This design comes from an exercise in tuning for small area on the open sky130 flow, not from production work. Where RTL was checked, it was by simulation tests only, not by an equivalence proof against the original. No activity file was given, so power comes from the tool's default toggle rates.

==> run a: inputs <==
==> flow/design.v <==
package secv_pkg;
    localparam int XLEN      = 64;                   
    localparam int HART_ID_W = 4;                    
    typedef enum logic [3:0] {
        EXC_INSTR_MISALIGN = 4'd0,                   
        EXC_ILLEGAL_INSTR  = 4'd2,                   
        EXC_BREAKPOINT     = 4'd3,                   
        EXC_LOAD_MISALIGN  = 4'd4,                   
        EXC_STORE_MISALIGN = 4'd6,                   
        EXC_ECALL_M        = 4'd11                   
    } exc_t;
endpackage
package csr_pkg;
    localparam logic [11:0] CSR_ADDR_MVENDORID = 12'hF11;
    localparam logic [11:0] CSR_ADDR_MARCHID   = 12'hF12;
    localparam logic [11:0] CSR_ADDR_MIMPID    = 12'hF13;
    localparam logic [11:0] CSR_ADDR_MHARTID   = 12'hF14;
    localparam logic [11:0] CSR_ADDR_MSTATUS   = 12'h300;
    localparam logic [11:0] CSR_ADDR_MISA      = 12'h301;
    localparam logic [11:0] CSR_ADDR_MIE       = 12'h304;
    localparam logic [11:0] CSR_ADDR_MTVEC     = 12'h305;
    localparam logic [11:0] CSR_ADDR_MSCRATCH  = 12'h340;
    localparam logic [11:0] CSR_ADDR_MEPC      = 12'h341;
    localparam logic [11:0] CSR_ADDR_MCAUSE    = 12'h342;
    localparam logic [11:0] CSR_ADDR_MTVAL     = 12'h343;
    localparam logic [11:0] CSR_ADDR_MIP       = 12'h344;
    localparam logic [11:0] CSR_ADDR_MCYCLE    = 12'hB00;
    localparam logic [11:0] CSR_ADDR_MINSTRET  = 12'hB02;
    typedef enum logic [1:0] {
        CSR_OP_WRITE = 2'd0,                         
        CSR_OP_SET   = 2'd1,                         
        CSR_OP_CLEAR = 2'd2                          
    } csr_op_t;
    localparam int MSTATUS_MIE  = 3;
    localparam int MSTATUS_MPIE = 7;
    localparam logic [63:0] MSTATUS_MASK =
        (64'd1 << MSTATUS_MIE) | (64'd1 << MSTATUS_MPIE);
    localparam logic [63:0] MISA_VALUE =
        (64'd2 << 62) | (64'd1 << 8) | (64'd1 << 20);
    localparam logic [63:0] MVENDORID = 64'h0;
    localparam logic [63:0] MARCHID   = 64'h0000_0000_0000_5EC5;
    localparam logic [63:0] MIMPID    = 64'h0000_0000_0001_0000;
endpackage
module csr_unit (
    input  logic                           clk_i,
    input  logic                           rst_i,
    input  logic                           wb_cyc_i,
    input  logic                           wb_stb_i,
    input  logic                           wb_we_i,
    input  logic [11:0]                    wb_adr_i,
    input  logic [secv_pkg::XLEN-1:0]      wb_dat_i,
    output logic [secv_pkg::XLEN-1:0]      wb_dat_o,
    output logic                           wb_ack_o,
    output logic                           wb_err_o,
    input  logic [1:0]                     csr_op_i,      
    input  logic [secv_pkg::HART_ID_W-1:0] hartid_i,
    input  logic                           exc_i,
    input  logic [3:0]                     exc_type_i,
    input  logic [secv_pkg::XLEN-1:0]      pc_i,
    input  logic [secv_pkg::XLEN-1:0]      tval_i,
    input  logic                           mret_i,
    input  logic                           retire_i,
    output logic                           trap_o,
    output logic [secv_pkg::XLEN-1:0]      redirect_pc_o
);
    localparam int XLEN = secv_pkg::XLEN;
    logic             mie_b;                         
    logic             mpie_b;                        
    logic [XLEN-1:0]  mie;
    logic [XLEN-1:0]  mtvec;
    logic [XLEN-1:0]  mscratch;
    logic [XLEN-1:1]  mepc;                          
    logic [XLEN-1:0]  mcause;
    logic [XLEN-1:0]  mtval;
    logic [XLEN-1:0]  mip;
    logic [XLEN-1:0]  mcycle;
    logic [XLEN-1:0]  minstret;
    logic             rd_wb_q;                       
    logic             rd_tv_q;                       
    logic             rd_ep_q;                       
    logic s_mstatus, s_misa, s_mie, s_mtvec, s_mscratch, s_mepc, s_mcause, s_mtval, s_mip;
    logic s_mcycle, s_minstret, s_mvendorid, s_marchid, s_mimpid, s_mhartid;
    logic hit, bad, req, wr, ev;
    logic a_hi3, a_hib, a_hif, a_m0, a_m1, a_m4;
    logic a_l0, a_l1, a_l2, a_l3, a_l4, a_l5;
    assign a_hi3 = wb_adr_i[11:8] == 4'h3;
    assign a_hib = wb_adr_i[11:8] == 4'hB;
    assign a_hif = wb_adr_i[11:8] == 4'hF;
    assign a_m0  = wb_adr_i[7:4] == 4'h0;
    assign a_m1  = wb_adr_i[7:4] == 4'h1;
    assign a_m4  = wb_adr_i[7:4] == 4'h4;
    assign a_l0  = wb_adr_i[3:0] == 4'h0;
    assign a_l1  = wb_adr_i[3:0] == 4'h1;
    assign a_l2  = wb_adr_i[3:0] == 4'h2;
    assign a_l3  = wb_adr_i[3:0] == 4'h3;
    assign a_l4  = wb_adr_i[3:0] == 4'h4;
    assign a_l5  = wb_adr_i[3:0] == 4'h5;
    assign s_mstatus   = a_hi3 & a_m0 & a_l0;
    assign s_misa      = a_hi3 & a_m0 & a_l1;
    assign s_mie       = a_hi3 & a_m0 & a_l4;
    assign s_mtvec     = a_hi3 & a_m0 & a_l5;
    assign s_mscratch  = a_hi3 & a_m4 & a_l0;
    assign s_mepc      = a_hi3 & a_m4 & a_l1;
    assign s_mcause    = a_hi3 & a_m4 & a_l2;
    assign s_mtval     = a_hi3 & a_m4 & a_l3;
    assign s_mip       = a_hi3 & a_m4 & a_l4;
    assign s_mcycle    = a_hib & a_m0 & a_l0;
    assign s_minstret  = a_hib & a_m0 & a_l2;
    assign s_mvendorid = a_hif & a_m1 & a_l1;
    assign s_marchid   = a_hif & a_m1 & a_l2;
    assign s_mimpid    = a_hif & a_m1 & a_l3;
    assign s_mhartid   = a_hif & a_m1 & a_l4;
    assign hit = s_mstatus | s_misa | s_mie | s_mtvec | s_mscratch | s_mepc | s_mcause |
                 s_mtval | s_mip | s_mcycle | s_minstret | s_mvendorid | s_marchid |
                 s_mimpid | s_mhartid;
    assign bad = ~hit | (wb_we_i & (wb_adr_i[11:10] == 2'b11));
    assign req = wb_cyc_i & wb_stb_i & ~wb_ack_o & ~wb_err_o;
    assign wr  = req & wb_we_i & ~rst_i;
    assign ev  = exc_i | mret_i;
    logic [XLEN-1:0] grp_a, grp_b, grp_c, grp_x, old_val;
    assign grp_a = ({XLEN{s_mie}} & mie) | ({XLEN{s_mtvec}} & mtvec) |
                   ({XLEN{s_mscratch}} & mscratch);
    assign grp_b = ({XLEN{s_mepc}} & {mepc, 1'b0}) | ({XLEN{s_mcause}} & mcause) |
                   ({XLEN{s_mtval}} & mtval);
    assign grp_c = ({XLEN{s_mip}} & mip) | ({XLEN{s_mcycle}} & mcycle) |
                   ({XLEN{s_minstret}} & minstret);
    assign grp_x = ({XLEN{s_mstatus}} & {56'd0, mpie_b, 3'd0, mie_b, 3'd0}) |
                   ({XLEN{s_misa}}    & csr_pkg::MISA_VALUE) |
                   ({XLEN{s_marchid}} & csr_pkg::MARCHID) |
                   ({XLEN{s_mimpid}}  & csr_pkg::MIMPID) |
                   ({XLEN{s_mhartid}} & {60'd0, hartid_i});
    assign old_val = grp_a | grp_b | grp_c | grp_x;
    logic op_clr, op_keep;
    logic [XLEN-1:0] wdata, old_kept;
    assign op_clr   = csr_op_i == 2'd2;
    assign op_keep  = csr_op_i == 2'd1 || csr_op_i == 2'd2;
    assign old_kept = old_val & {XLEN{op_keep}};
    for (genvar i = 0; i < XLEN; i++) begin : g_rmw
        assign wdata[i] = wb_dat_i[i] ? ~op_clr : old_kept[i];
    end
    logic w_mie, w_mtvec, w_mscratch, w_mip, w_mepc, w_mcause, w_mtval, w_mcycle, w_minstret;
    logic h_mie, h_mtvec, h_mscratch, h_mip, h_mepc, h_mcause, h_mtval, h_mcycle, h_minstret;
    logic t_load;                                    
    logic i_minstret;                                
    assign w_mie      = wr & s_mie;
    assign w_mtvec    = wr & s_mtvec;
    assign w_mscratch = wr & s_mscratch;
    assign w_mip      = wr & s_mip;
    assign w_mepc     = wr & s_mepc & ~ev;
    assign w_mcause   = wr & s_mcause & ~ev;
    assign w_mtval    = wr & s_mtval & ~ev;
    assign w_mcycle   = wr & s_mcycle;
    assign w_minstret = wr & s_minstret;
    assign t_load     = exc_i & ~rst_i;
    assign h_mie      = ~rst_i & ~w_mie;
    assign h_mtvec    = ~rst_i & ~w_mtvec;
    assign h_mscratch = ~rst_i & ~w_mscratch;
    assign h_mip      = ~rst_i & ~w_mip;
    assign h_mepc     = ~rst_i & ~w_mepc & ~exc_i;
    assign h_mcause   = ~rst_i & ~w_mcause & ~exc_i;
    assign h_mtval    = ~rst_i & ~w_mtval & ~exc_i;
    assign h_mcycle   = ~rst_i & ~w_mcycle;
    assign h_minstret = ~rst_i & ~w_minstret;
    assign i_minstret = retire_i;
    logic [XLEN-1:0] mcycle_cy, minstret_cy, mcycle_inc, minstret_inc;
    logic [7:0]      mcycle_all, minstret_all, mcycle_gc, minstret_gc;
    for (genvar k = 0; k < 8; k++) begin : g_cgrp
        assign mcycle_all[k]   = &mcycle[8*k+7:8*k];
        assign minstret_all[k] = &minstret[8*k+7:8*k];
        if (k == 0) begin : g_first
            assign mcycle_gc[k]   = 1'b1;
            assign minstret_gc[k] = i_minstret;
        end else begin : g_next
            assign mcycle_gc[k]   = &mcycle_all[k-1:0];
            assign minstret_gc[k] = i_minstret & (&minstret_all[k-1:0]);
        end
        for (genvar i = 0; i < 8; i++) begin : g_cbit
            if (i == 0) begin : g_lsb
                assign mcycle_cy[8*k]   = mcycle_gc[k];
                assign minstret_cy[8*k] = minstret_gc[k];
            end else begin : g_up
                assign mcycle_cy[8*k+i]   = mcycle_cy[8*k+i-1] & mcycle[8*k+i-1];
                assign minstret_cy[8*k+i] = minstret_cy[8*k+i-1] & minstret[8*k+i-1];
            end
        end
    end
    assign mcycle_inc   = mcycle ^ mcycle_cy;
    assign minstret_inc = minstret ^ minstret_cy;
    always_ff @(posedge clk_i) begin
        mie      <= ({XLEN{w_mie}} & wdata) | ({XLEN{h_mie}} & mie);
        mtvec    <= ({XLEN{w_mtvec}} & wdata) | ({XLEN{h_mtvec}} & mtvec);
        mscratch <= ({XLEN{w_mscratch}} & wdata) | ({XLEN{h_mscratch}} & mscratch);
        mip      <= ({XLEN{w_mip}} & wdata) | ({XLEN{h_mip}} & mip);
        mepc     <= ({(XLEN-1){w_mepc}} & wdata[XLEN-1:1]) |
                    ({(XLEN-1){t_load}} & pc_i[XLEN-1:1]) |
                    ({(XLEN-1){h_mepc}} & mepc);
        mcause   <= ({XLEN{w_mcause}} & wdata) |
                    ({XLEN{t_load}} & {60'd0, exc_type_i}) |
                    ({XLEN{h_mcause}} & mcause);
        mtval    <= ({XLEN{w_mtval}} & wdata) |
                    ({XLEN{t_load}} & tval_i) |
                    ({XLEN{h_mtval}} & mtval);
        mcycle   <= ({XLEN{w_mcycle}} & wdata) | ({XLEN{h_mcycle}} & mcycle_inc);
        minstret <= ({XLEN{w_minstret}} & wdata) | ({XLEN{h_minstret}} & minstret_inc);
    end
    always_ff @(posedge clk_i) begin
        if (rst_i) begin
            mie_b  <= 1'b0;
            mpie_b <= 1'b0;
        end else if (exc_i) begin
            mie_b  <= 1'b0;
            mpie_b <= mie_b;
        end else if (mret_i) begin
            mie_b  <= mpie_b;
            mpie_b <= 1'b1;
        end else if (wr && s_mstatus) begin
            mie_b  <= wdata[csr_pkg::MSTATUS_MIE];
            mpie_b <= wdata[csr_pkg::MSTATUS_MPIE];
        end
    end
    always_ff @(posedge clk_i) begin
        wb_ack_o <= ~rst_i & req & ~bad;
        wb_err_o <= ~rst_i & req & bad;
        wb_dat_o <= old_val;
    end
    always_ff @(posedge clk_i) begin
        trap_o  <= ~rst_i & ev;
        rd_wb_q <= exc_i & s_mtvec;
        rd_tv_q <= exc_i & ~s_mtvec;
        rd_ep_q <= ~exc_i;
    end
    assign redirect_pc_o[XLEN-1:2] = ({(XLEN-2){rd_wb_q}} & wb_dat_o[XLEN-1:2]) |
                                     ({(XLEN-2){rd_tv_q}} & mtvec[XLEN-1:2]) |
                                     ({(XLEN-2){rd_ep_q}} & mepc[XLEN-1:2]);
    assign redirect_pc_o[1]        = rd_ep_q & mepc[1];
    assign redirect_pc_o[0]        = 1'b0;
endmodule
==> flow/flow/run.sh <==
#!/bin/bash
# Own layout flow: the standard ORFS flow, with
#  - an area-oriented ABC mapping script in synthesis (the rest of synthesis unchanged),
#  - minimum-size buffers on the ports,
#  - a clock tree built from smaller buffers.
# Each tool's output is logged in this folder (and ORFS keeps its own logs under orfs/logs).
set -euo pipefail
W=$PWD
F=$W/flow

# Synthesis script: synth_recipe.tcl, with ORFS's synth.tcl swapped for a copy whose abc call
# uses our own ABC script.
sed 's#^\(\s*\)log_cmd abc {\*}\$abc_args#\1set abc_args [lreplace $abc_args 1 1 '"$F"'/abc_area2.script]\n\1log_cmd abc {*}$abc_args#' \
    "$FLOW_HOME/scripts/synth.tcl" > "$W/synth_area.tcl"
grep -q "abc_area2.script" "$W/synth_area.tcl"
sed "s#\$::env(SCRIPTS_DIR)/synth.tcl#$W/synth_area.tcl#" "$W/synth_recipe.tcl" > "$W/synth_recipe_area.tcl"
grep -q "synth_area.tcl" "$W/synth_recipe_area.tcl"

export CTS_ARGS="-sink_clustering_enable -repair_clock_nets -dont_use_dummy_load -sink_clustering_size 16 -sink_clustering_max_diameter 60 -buf_list sky130_fd_sc_hd__clkbuf_8"
export BUFFER_PORTS_ARGS="-buffer_cell sky130_fd_sc_hd__buf_1"
bash standard.sh synth SYNTH_SCRIPT="$W/synth_recipe_area.tcl" > "$W/flow_synth.log" 2>&1
bash standard.sh finish > "$W/flow_finish.log" 2>&1
==> flow/flow/abc_area2.script <==
&get -n
&st
&dch
&nf -p -a
&put
==> flow/standard.sh <==
#!/bin/bash
# synth_recipe.tcl (not shown) runs the flow's synth.tcl, then flattens the netlist and writes it again
# the make line also repeats each setting of config.mk as NAME=value (left out here)
make -C /OpenROAD-flow-scripts/flow DESIGN_CONFIG=/design/flow/config.mk WORK_HOME=/design/flow/orfs CLKGATE_MAP_FILE= SYNTH_SCRIPT=/design/flow/synth_recipe.tcl "${@:-finish}"
==> flow/config.mk <==
export PLATFORM = sky130hd
export DESIGN_NAME = csr_unit
export DESIGN_NICKNAME = csr_unit
export VERILOG_FILES = /design/flow/design.v
export SDC_FILE = /design/flow/constraint.sdc
export NUM_CORES = 4
export LEC_CHECK = 0
export CAP_MARGIN = 20
export CORE_MARGIN = 2
export CORE_UTILIZATION = 40
export SLEW_MARGIN = 20
==> flow/constraint.sdc <==
create_clock -name core_clock -period 4.0 [get_ports {clk_i}]
set_input_delay 0.8000 -clock core_clock [delete_from_list [all_inputs] [get_ports {clk_i}]]
set_output_delay 0.8000 -clock core_clock [all_outputs]
set_load 0.01 [all_outputs]
==> run b (differences from run a) <==
--- a/flow/design.v
+++ b/flow/design.v
@@ -172,6 +172,6 @@
             assign minstret_gc[k] = i_minstret;
         end else begin : g_next
-            assign mcycle_gc[k]   = &mcycle_all[k-1:0];
-            assign minstret_gc[k] = i_minstret & (&minstret_all[k-1:0]);
+            assign mcycle_gc[k]   = mcycle_gc[k-1] & mcycle_all[k-1];
+            assign minstret_gc[k] = minstret_gc[k-1] & minstret_all[k-1];
         end
         for (genvar i = 0; i < 8; i++) begin : g_cbit
==> flow/flow/abc_area2.script (replaced) <==
&get -n
&st
&dch -f
&nf -a
&put
--- a/flow/config.mk
+++ b/flow/config.mk
@@ -8,4 +8,4 @@
 export CAP_MARGIN = 20
 export CORE_MARGIN = 2
-export CORE_UTILIZATION = 40
+export CORE_UTILIZATION = 55
 export SLEW_MARGIN = 20
==> run c (differences from run a) <==
--- a/flow/design.v
+++ b/flow/design.v
@@ -172,6 +172,6 @@
             assign minstret_gc[k] = i_minstret;
         end else begin : g_next
-            assign mcycle_gc[k]   = &mcycle_all[k-1:0];
-            assign minstret_gc[k] = i_minstret & (&minstret_all[k-1:0]);
+            assign mcycle_gc[k]   = mcycle_gc[k-1] & mcycle_all[k-1];
+            assign minstret_gc[k] = minstret_gc[k-1] & minstret_all[k-1];
         end
         for (genvar i = 0; i < 8; i++) begin : g_cbit
--- a/flow/flow/run.sh
+++ b/flow/flow/run.sh
@@ -3,5 +3,6 @@
 #  - an area-oriented ABC mapping script in synthesis (the rest of synthesis unchanged),
 #  - minimum-size buffers on the ports,
-#  - a clock tree built from smaller buffers.
+#  - a clock tree built from smaller buffers,
+#  - no timing repair before placement (it sizes gates up against unbuffered fanouts).
 # Each tool's output is logged in this folder (and ORFS keeps its own logs under orfs/logs).
 set -euo pipefail
@@ -18,4 +19,5 @@
 
 export CTS_ARGS="-sink_clustering_enable -repair_clock_nets -dont_use_dummy_load -sink_clustering_size 16 -sink_clustering_max_diameter 60 -buf_list sky130_fd_sc_hd__clkbuf_8"
+export REMOVE_ABC_BUFFERS=1
 export BUFFER_PORTS_ARGS="-buffer_cell sky130_fd_sc_hd__buf_1"
 bash standard.sh synth SYNTH_SCRIPT="$W/synth_recipe_area.tcl" > "$W/flow_synth.log" 2>&1
==> summary of the runs <==
Run a finished clean. Run c completed without violations. Run b passed the timing, design-rule and antenna checks. Sequential share of layout area, highest first: run b, run c, run a. The highest combinational power belongs to run a, the lowest to run c. Cell area, highest first: run a, run c, run b. In run b the utilization is higher than in run a, by 17 points.
==> figures <==
item                                                                              run b       run c       run a
Status                                                 no timing/DRC/antenna violations  no timing/DRC/antenna violations  no timing/DRC/antenna violations
Area of the mapped netlist                                                   25360 um^2  25430 um^2  25400 um^2
Share of synthesized cell area in full adder, half adder and majority cells      5.526%      5.510%      5.518%
Max FO, Critical Path                                                                 3           3           2
Launch instance of the worst min-delay path                                  tval_i[36]  tval_i[24]  tval_i[35]
Required time at the endpoint of the critical path                              4.58 ns     4.59 ns     4.57 ns
Design area                                                                  29460 um^2  29740 um^2  30040 um^2
Total of cells resized after clock tree synthesis                                     0           0          10
Sequential power                                                              0.00659 W   0.00660 W   0.00660 W
Share of synthesized cell area in and, or, nand and nor gates                    9.617%      10.11%      9.680%
Function not checked in run a: the RTL went through the layout flow alone.

[port drivers added, routing unchanged]
Ports are ideal in the flow. The routed layouts listed here were re-timed in OpenROAD.
Step 1 sets driving cells, clkbuf_16 on the clock port and buf_2 on the other inputs (assumed; they add their load-dependent delay and slew).
Step 2 adds t to the input delays and takes it off the output delays; t is the mean of the earliest and latest rising clock arrival at the registers after step 1. Input paths then give back, and output paths get back, about the clock's delay inside the block.
Three values: ideal ports, drivers, drivers and shift; two values: the first two.
| run | shift t [ns] | slack for setup (ns) | worst hold slack (ns) | slew at the worst register clock pin (ns) | worst slew at a driven data input, ns |
|---|---|---|---|---|---|
| run a | 0.742 | 0.176 / 0.176 / -0.267 | 0.307 / 0.271 / 0.441 | 0.11 / 0.11 | 0.10 |
| run b | 0.708 | 0.206 / 0.206 / -0.376 | 0.323 / 0.289 / 0.442 | 0.11 / 0.11 | 0.12 |
| run c | 0.742 | 0.306 / 0.306 / -0.316 | 0.302 / 0.271 / 0.440 | 0.11 / 0.11 | 0.11 |
Met with ideal ports but missed after step 2: setup timing in every run listed. The setup slack of run c, which loses most, moves by 0.000 ns with the drivers and by -0.622 ns with both steps.
